This is an optimization exercise on Yosys and OpenROAD, whose aim is small area, a short achievable clock period and few clock cycles per item, not a production implementation. At most, simulation tests tie the RTL to the original design; equivalence was not proved. Power and IR drop assume default switching activity.

## modred_top
module modred_top (
  input  logic              clk_i,
  input  logic              rst_ni,
  input  logic              psel_i,
  input  logic              penable_i,
  input  logic              pwrite_i,
  input  logic [11:0]       paddr_i,
  input  modred_pkg::word_t pwdata_i,
  output modred_pkg::word_t prdata_o,
  output logic              pready_o,
  output logic              pslverr_o
);
  localparam int ROW_W = 4;
  localparam int NROWS = 64 / ROW_W;
  localparam int PTR_W = $clog2(NROWS);
  localparam int IO_ST = 0;
  logic [PTR_W-1:0]                 ptr;
  logic [ROW_W-1:0][32-1:0] last_row;
  logic [ROW_W-1:0]                 tag_v;
  logic [ROW_W-1:0][3:0]            tag_k;
  logic [ROW_W-1:0]                 tag_kind;
  logic [ROW_W-1:0]                 wr_en;
  modred_pkg::word_t                wr_data;
  modred_apb_regs #(
    .ROW_W (ROW_W),
    .NROWS (NROWS),
    .IO_ST (IO_ST)
  ) u_regs (
    .clk_i      (clk_i),
    .rst_ni     (rst_ni),
    .psel_i     (psel_i),
    .penable_i  (penable_i),
    .pwrite_i   (pwrite_i),
    .paddr_i    (paddr_i),
    .pwdata_i   (pwdata_i),
    .prdata_o   (prdata_o),
    .pready_o   (pready_o),
    .pslverr_o  (pslverr_o),
    .ptr_i      (ptr),
    .last_row_i (last_row),
    .tag_v_o    (tag_v),
    .tag_k_o    (tag_k),
    .tag_kind_o (tag_kind),
    .wr_en_o    (wr_en),
    .wr_data_o  (wr_data)
  );
  modred_shared_mem #(
    .ROW_W (ROW_W),
    .NROWS (NROWS),
    .IO_ST (IO_ST)
  ) u_mem (
    .clk_i      (clk_i),
    .tag_v_i    (tag_v),
  ...
Size in the first run: about 2400 flip-flops, ~85000 um2 of cells after synthesis.
Settings: LEC_CHECK=0, ABC_CLOCK_PERIOD_IN_PS=3500, CAP_MARGIN=20, CORE_MARGIN=2, CORE_UTILIZATION=60, PLACE_DENSITY=0.7, SLEW_MARGIN=20; clock period 10.0 ns.
run.sh (not shown) runs the stock make flow with config.mk's settings and CLKGATE_MAP_FILE= SYNTH_SCRIPT=/design/flow/synth_recipe.tcl, a recipe that flattens the netlist after the stock synthesis.
Change:
- CTS_CLUSTER_SIZE: not set -> 30
- SETUP_SLACK_MARGIN: not set -> 5
=> The changed run went through all stages and came out clean; routed wire length hardly moves; utilization is about the same; area after synthesis stays the same; clock-buffer cell count does not change; total power is about the same; global-route usage does not change; sequential cell count stays the same; worst hold slack is about the same; synthesized cell count does not change; non-clock buffer count is higher by 1.
Function was not checked in any run of this note: the RTL went through the layout flow alone.

========
modred_top, a different RTL version from the one above (not shown whole).
Size: roughly 7,600 cells after synthesis, roughly 2,400 flip-flops, roughly 83 I/O pins, about 0.084 mm² of cells after synthesis.
## modred_top
module modred_top (
  input  logic              clk_i,
  input  logic              rst_ni,
  input  logic              psel_i,
  input  logic              penable_i,
  input  logic              pwrite_i,
  input  logic [11:0]       paddr_i,
  input  modred_pkg::word_t pwdata_i,
  output modred_pkg::word_t prdata_o,
  output logic              pready_o,
  output logic              pslverr_o
);
export LEC_CHECK = 0
export ABC_CLOCK_PERIOD_IN_PS = 3500
export CAP_MARGIN = 20
export CORE_MARGIN = 2
export CORE_UTILIZATION = 55
export PLACE_DENSITY = 0.65
export SLEW_MARGIN = 20
create_clock -name core_clock -period 10.0 [get_ports {clk_i}]
standard.sh (not shown) runs the stock make flow with config.mk's settings and CLKGATE_MAP_FILE= SYNTH_SCRIPT=/design/flow/synth_recipe.tcl, a recipe that flattens the netlist after the stock synthesis.
==> flow/flow/run.sh <==
#!/bin/bash
# Own layout flow: the standard ORFS flow (standard.sh, so the standard
# synthesis unchanged) with three differences in how the layout is made:
#  - timing repair aims for setup slack of SETUP_SLACK_MARGIN ns beyond the
#    10 ns constraint, so cells on the longest paths get sized up;
#  - ports are buffered with sky130_fd_sc_hd__buf_2 rather than the smallest
#    buffer ORFS picks (a delay cell);
#  - clock tree synthesis adds no dummy loads for balancing.
# The clock period, SDC and all checks are the design's. make's output goes to
# flow_make.log here; each ORFS step writes its own full log under orfs/logs/.
set -euo pipefail
export SETUP_SLACK_MARGIN=6.8
export BUFFER_PORTS_ARGS="-buffer_cell sky130_fd_sc_hd__buf_2"
export CTS_ARGS="-sink_clustering_enable -repair_clock_nets -dont_use_dummy_load -sink_clustering_size 30"
bash standard.sh finish > flow_make.log 2>&1
Testbench counts at the start, summed over its fixed seeds: cycles 3,722, words 5,120.
Next try:
CORE_UTILIZATION = 66   (was 55)
PLACE_DENSITY = 0.75   (was 0.65)
The changed run finished clean.
Die area shrinks by 17%.
Power shrinks by 0.93%.
Wire length stays flat.
Count of clock-buffer cells in the layout shrinks by 8.
Critical path depth shrinks by 1.
Cell area shrinks by 1.0%.
Cell count shrinks by 4.1%.
Non-clock buffer count shrinks by 33.
Via count grows by 2.6%.
Next try:
CORE_UTILIZATION = 60   (was 66)
PLACE_DENSITY = 0.7   (was 0.75)
Outcome:
- The changed run passed the timing, design-rule and antenna checks
- wire length went down by 1.9%
- cell count went up by 2.5%
- global-route usage went down by 3.3 points
Next try:
--- a/flow/flow/run.sh
+++ b/flow/flow/run.sh
@@ -14 +14 @@
-export CTS_ARGS="-sink_clustering_enable -repair_clock_nets -dont_use_dummy_load -sink_clustering_size 30"
+export CTS_ARGS="-sink_clustering_enable -repair_clock_nets -dont_use_dummy_load -sink_clustering_size 35"
Maximum frequency stays the same.
Worst setup slack is unchanged.
Clock power hardly moves.
Global-route usage stays the same.
Via count does not change.
Next try:
--- a/flow/flow/run.sh
+++ b/flow/flow/run.sh
@@ -12 +12 @@
-export SETUP_SLACK_MARGIN=6.8
+export SETUP_SLACK_MARGIN=7.2
@@ -14 +14 @@
-export CTS_ARGS="-sink_clustering_enable -repair_clock_nets -dont_use_dummy_load -sink_clustering_size 35"
+export CTS_ARGS="-sink_clustering_enable -repair_clock_nets -dont_use_dummy_load -sink_clustering_size 30"
Outcome:
- The changed run ran to the end with no violations
- clock-buffer cell count decreases by 1
- cell area rose by 4.8%
- cell count climbs by 2.2%
- non-clock buffer count goes up by 223
- global-route usage grows by 0.84 points
- fmax shrinks by 1.7%
Next try:
--- a/flow/flow/run.sh
+++ b/flow/flow/run.sh
@@ -12 +12 @@
-export SETUP_SLACK_MARGIN=7.2
+export SETUP_SLACK_MARGIN=6.8
ABC_CLOCK_PERIOD_IN_PS = 6000   (was 3500)
=> Worst hold slack is worse by 20 ps; synthesized area does not change; via count drops by a few percent.

========
Another version of the RTL of modred_top (not shown whole).
Size: ~2,400 flip-flops, roughly 83 I/O pins, roughly 0.085 sq mm of cells after synthesis.
export LEC_CHECK = 0
export ABC_CLOCK_PERIOD_IN_PS = 3500
export CAP_MARGIN = 20
export CORE_MARGIN = 2
export CORE_UTILIZATION = 60
export PLACE_DENSITY = 0.7
export SLEW_MARGIN = 20
create_clock -name core_clock -period 10.0 [get_ports {clk_i}]
==> flow/flow/run.sh <==
#!/bin/bash
# Own layout flow: the standard ORFS flow (standard.sh, so the standard
# synthesis unchanged) with three differences in how the layout is made:
#  - timing repair aims for setup slack of SETUP_SLACK_MARGIN ns beyond the
#    10 ns constraint, so cells on the longest paths get sized up;
#  - ports are buffered with sky130_fd_sc_hd__buf_2 rather than the smallest
#    buffer ORFS picks (a delay cell);
#  - clock tree synthesis adds no dummy loads for balancing.
# The clock period, SDC and all checks are the design's. make's output goes to
# flow_make.log here; each ORFS step writes its own full log under orfs/logs/.
set -euo pipefail
export SETUP_SLACK_MARGIN=7.0
export BUFFER_PORTS_ARGS="-buffer_cell sky130_fd_sc_hd__buf_2"
export CTS_ARGS="-sink_clustering_enable -repair_clock_nets -dont_use_dummy_load -sink_clustering_size 30"
bash standard.sh finish > flow_make.log 2>&1
Testbench counts at the start, summed over its fixed seeds: cycles 3,722, words 5,120.
==> next run, changes <==
--- a/flow/flow/run.sh
+++ b/flow/flow/run.sh
@@ -10,5 +10,5 @@
 # flow_make.log here; each ORFS step writes its own full log under orfs/logs/.
 set -euo pipefail
-export SETUP_SLACK_MARGIN=7.0
+export SETUP_SLACK_MARGIN=6.8
 export BUFFER_PORTS_ARGS="-buffer_cell sky130_fd_sc_hd__buf_2"
 export CTS_ARGS="-sink_clustering_enable -repair_clock_nets -dont_use_dummy_load -sink_clustering_size 30"
Outcome: Core utilization falls by 0.99 points; critical path depth came out higher by 2; cell area goes down by 1.4%; hold slack is about the same; synthesized cell count stays the same; routed wire length decreases by 2.0%; maximum frequency falls by 1.2%; die area stays the same; power stays flat; flip-flop and latch count stays the same; count of clock-buffer cells in the layout is higher by 1.

========
== v18 ==
modred_top, a different RTL version from the one above (not shown whole).
Size: ~7,600 cells after synthesis, ~83 I/O pins, about 0.085 mm2 of cells after synthesis.
clock: 10.0 ns
lec_check: 0
abc_clock_period_in_ps: 3500
cap_margin: 20
core_margin: 2
core_utilization: 60
cts_cluster_size: 30
place_density: 0.7
setup_slack_margin: 5
slew_margin: 20
run.sh (not shown) runs the stock make flow with config.mk's settings and CLKGATE_MAP_FILE= SYNTH_SCRIPT=/design/flow/synth_recipe.tcl, a recipe that flattens the netlist after the stock synthesis.
Stock flow here: none of the scripts above is used.
v18: flow completed, timing, DRC and antenna clean
Testbench counts of v18, summed over its fixed seeds: cycles 3,884, words 5,120.
Relative to v18, the following input files were edited for v32:
- SETUP_SLACK_MARGIN: 5 -> unset
- CTS_CLUSTER_SIZE: 30 -> unset
==> flow/flow/run.sh (new file) <==
#!/bin/bash
# Own layout flow: the standard ORFS flow (standard.sh, so the standard
# synthesis unchanged) with three differences in how the layout is made:
#  - timing repair aims for setup slack of SETUP_SLACK_MARGIN ns beyond the
#    10 ns constraint, so cells on the longest paths get sized up;
#  - ports are buffered with sky130_fd_sc_hd__buf_2 rather than the smallest
#    buffer ORFS picks (a delay cell);
#  - clock tree synthesis adds no dummy loads for balancing.
# The clock period, SDC and all checks are the design's. make's output goes to
# flow_make.log here; each ORFS step writes its own full log under orfs/logs/.
set -euo pipefail
export SETUP_SLACK_MARGIN=6.8
export BUFFER_PORTS_ARGS="-buffer_cell sky130_fd_sc_hd__buf_2"
export CTS_ARGS="-sink_clustering_enable -repair_clock_nets -dont_use_dummy_load -sink_clustering_size 30"
bash standard.sh finish > flow_make.log 2>&1
==> flow/standard.sh (new file) <==
#!/bin/bash
# synth_recipe.tcl (not shown) runs the flow's synth.tcl, then flattens the netlist and writes it again
# the make line also repeats each setting of config.mk as NAME=value (left out here)
make -C /OpenROAD-flow-scripts/flow DESIGN_CONFIG=/design/flow/config.mk WORK_HOME=/design/flow/orfs CLKGATE_MAP_FILE= SYNTH_SCRIPT=/design/flow/synth_recipe.tcl "${@:-finish}"
removed: flow/run.sh
==> run summary <==
v32 closes out successfully: all stages finished, all timing, DRC and antenna checks passed.
[compare] base=v18 new=v32: wire length of the first global-routing pass up 1.9%; highest clock frequency the design can meet grew by about 30%.
v32 vs. v18: clock-buffer cell count decreased 75; utilization held; relative slew slack has increased; share of synthesized registers carrying an async set or reset now sits at about the same level.
In terms of total non-filler cell area in the finished layout, v18 and v32 differ only marginally.
v32 vs v18 on total net switching power: v32 is the lower one.
The antenna diode count in v32 sits 4 below the value recorded for v18.

========
modred_top, a different RTL version from the one above (not shown whole).
Size: roughly 7600 cells after synthesis, ~2400 flip-flops, roughly 83 I/O pins, about 85000 sq um of cells after synthesis.
export LEC_CHECK = 0
export ABC_CLOCK_PERIOD_IN_PS = 3500
export CAP_MARGIN = 20
export CORE_MARGIN = 2
export CORE_UTILIZATION = 60
export PLACE_DENSITY = 0.7
export SLEW_MARGIN = 20
create_clock -name core_clock -period 10.0 [get_ports {clk_i}]
standard.sh (not shown) runs the stock make flow with config.mk's settings and CLKGATE_MAP_FILE= SYNTH_SCRIPT=/design/flow/synth_recipe.tcl, a recipe that flattens the netlist after the stock synthesis.
==> flow/flow/run.sh <==
#!/bin/bash
# Own layout flow: the standard ORFS flow (standard.sh, so the standard
# synthesis unchanged) with three differences in how the layout is made:
#  - timing repair aims for setup slack of SETUP_SLACK_MARGIN ns beyond the
#    10 ns constraint, so cells on the longest paths get sized up;
#  - ports are buffered with sky130_fd_sc_hd__buf_2 rather than the smallest
#    buffer ORFS picks (a delay cell);
#  - clock tree synthesis adds no dummy loads for balancing.
# The clock period, SDC and all checks are the design's. make's output goes to
# flow_make.log here; each ORFS step writes its own full log under orfs/logs/.
set -euo pipefail
export SETUP_SLACK_MARGIN=6.5
export BUFFER_PORTS_ARGS="-buffer_cell sky130_fd_sc_hd__buf_2"
export CTS_ARGS="-sink_clustering_enable -repair_clock_nets -dont_use_dummy_load -sink_clustering_size 30"
bash standard.sh finish > flow_make.log 2>&1
The starting point ran to the end with no violations.
Testbench counts at the start, summed over its fixed seeds: cycles 3,722, words 5,120.
Change:
--- a/flow/flow/run.sh
+++ b/flow/flow/run.sh
@@ -10,5 +10,5 @@
 # flow_make.log here; each ORFS step writes its own full log under orfs/logs/.
 set -euo pipefail
-export SETUP_SLACK_MARGIN=6.5
+export SETUP_SLACK_MARGIN=6.8
 export BUFFER_PORTS_ARGS="-buffer_cell sky130_fd_sc_hd__buf_2"
 export CTS_ARGS="-sink_clustering_enable -repair_clock_nets -dont_use_dummy_load -sink_clustering_size 30"
Result:
- The changed run passed the timing, design-rule and antenna checks
- count of clock-buffer cells in the layout increases by 3
- combinational power grows by about 3%
- total power grows by 0.35%
- register-to-register slack gets better by 0.03 ns
- synthesized cell count stays the same
- maximum frequency came out higher by 2.8%
- routed wire length is higher by 0.94%
- area after synthesis stays the same
- worst setup slack improves by 0.099 ns

[static timing again, ports no longer ideal]
How much do the figures lean on ideal ports? The routed layouts below were timed once more, with nothing changed but the port constraints.
Step 1, drivers: a clkbuf_16 drives clk_i and a buf_2 each remaining input, both assumed.
Step 2 times the ports against the registers' clock, not the clock port: input delays grow and output delays shrink by t, the midpoint of the rising clock arrivals with the driver on.
Slacks: no drivers / after step 1 / after step 2; pairs: no drivers / after step 1.
| run | shift t [ns] | setup slack, ns | cell pins on the clock port's net |
|---|---|---|---|
| the first run of note 1 | 0.898 | 4.979 / 5.027 / 4.133 | 1 |
| the second run of note 1 | 0.896 | 5.221 / 5.272 / 4.376 | 1 |
| the first run of note 2 | 0.887 | 6.494 / 6.494 / 5.855 | 1 |
| the second run of note 2 | 0.861 | 6.477 / 6.477 / 5.982 | 1 |
| the third run of note 2 | 0.894 | 6.563 / 6.563 / 5.799 | 1 |
| the fourth run of note 2 | 0.894 | 6.563 / 6.563 / 5.799 | 1 |
| the fifth run of note 2 | 0.870 | 6.505 / 6.505 / 6.018 | 1 |
| the sixth run of note 2 | 0.894 | 6.563 / 6.563 / 5.799 | 1 |
| the first run of note 3 | 0.877 | 6.571 / 6.614 / 5.736 | 1 |
| the second run of note 3 | 0.875 | 6.528 / 6.565 / 5.691 | 1 |
| v18 | 0.895 | 5.374 / 5.410 / 4.524 | 1 |
| v32 | 0.871 | 6.492 / 6.492 / 6.007 | 1 |
| the first run of note 5 | 0.857 | 6.440 / 6.471 / 5.621 | 1 |
| the second run of note 5 | 0.876 | 6.539 / 6.585 / 5.709 | 1 |
After both steps setup and hold are still met in every run listed. For v18, which loses most, drivers alone change the setup slack by +0.036 ns; drivers and shift together by -0.850 ns.
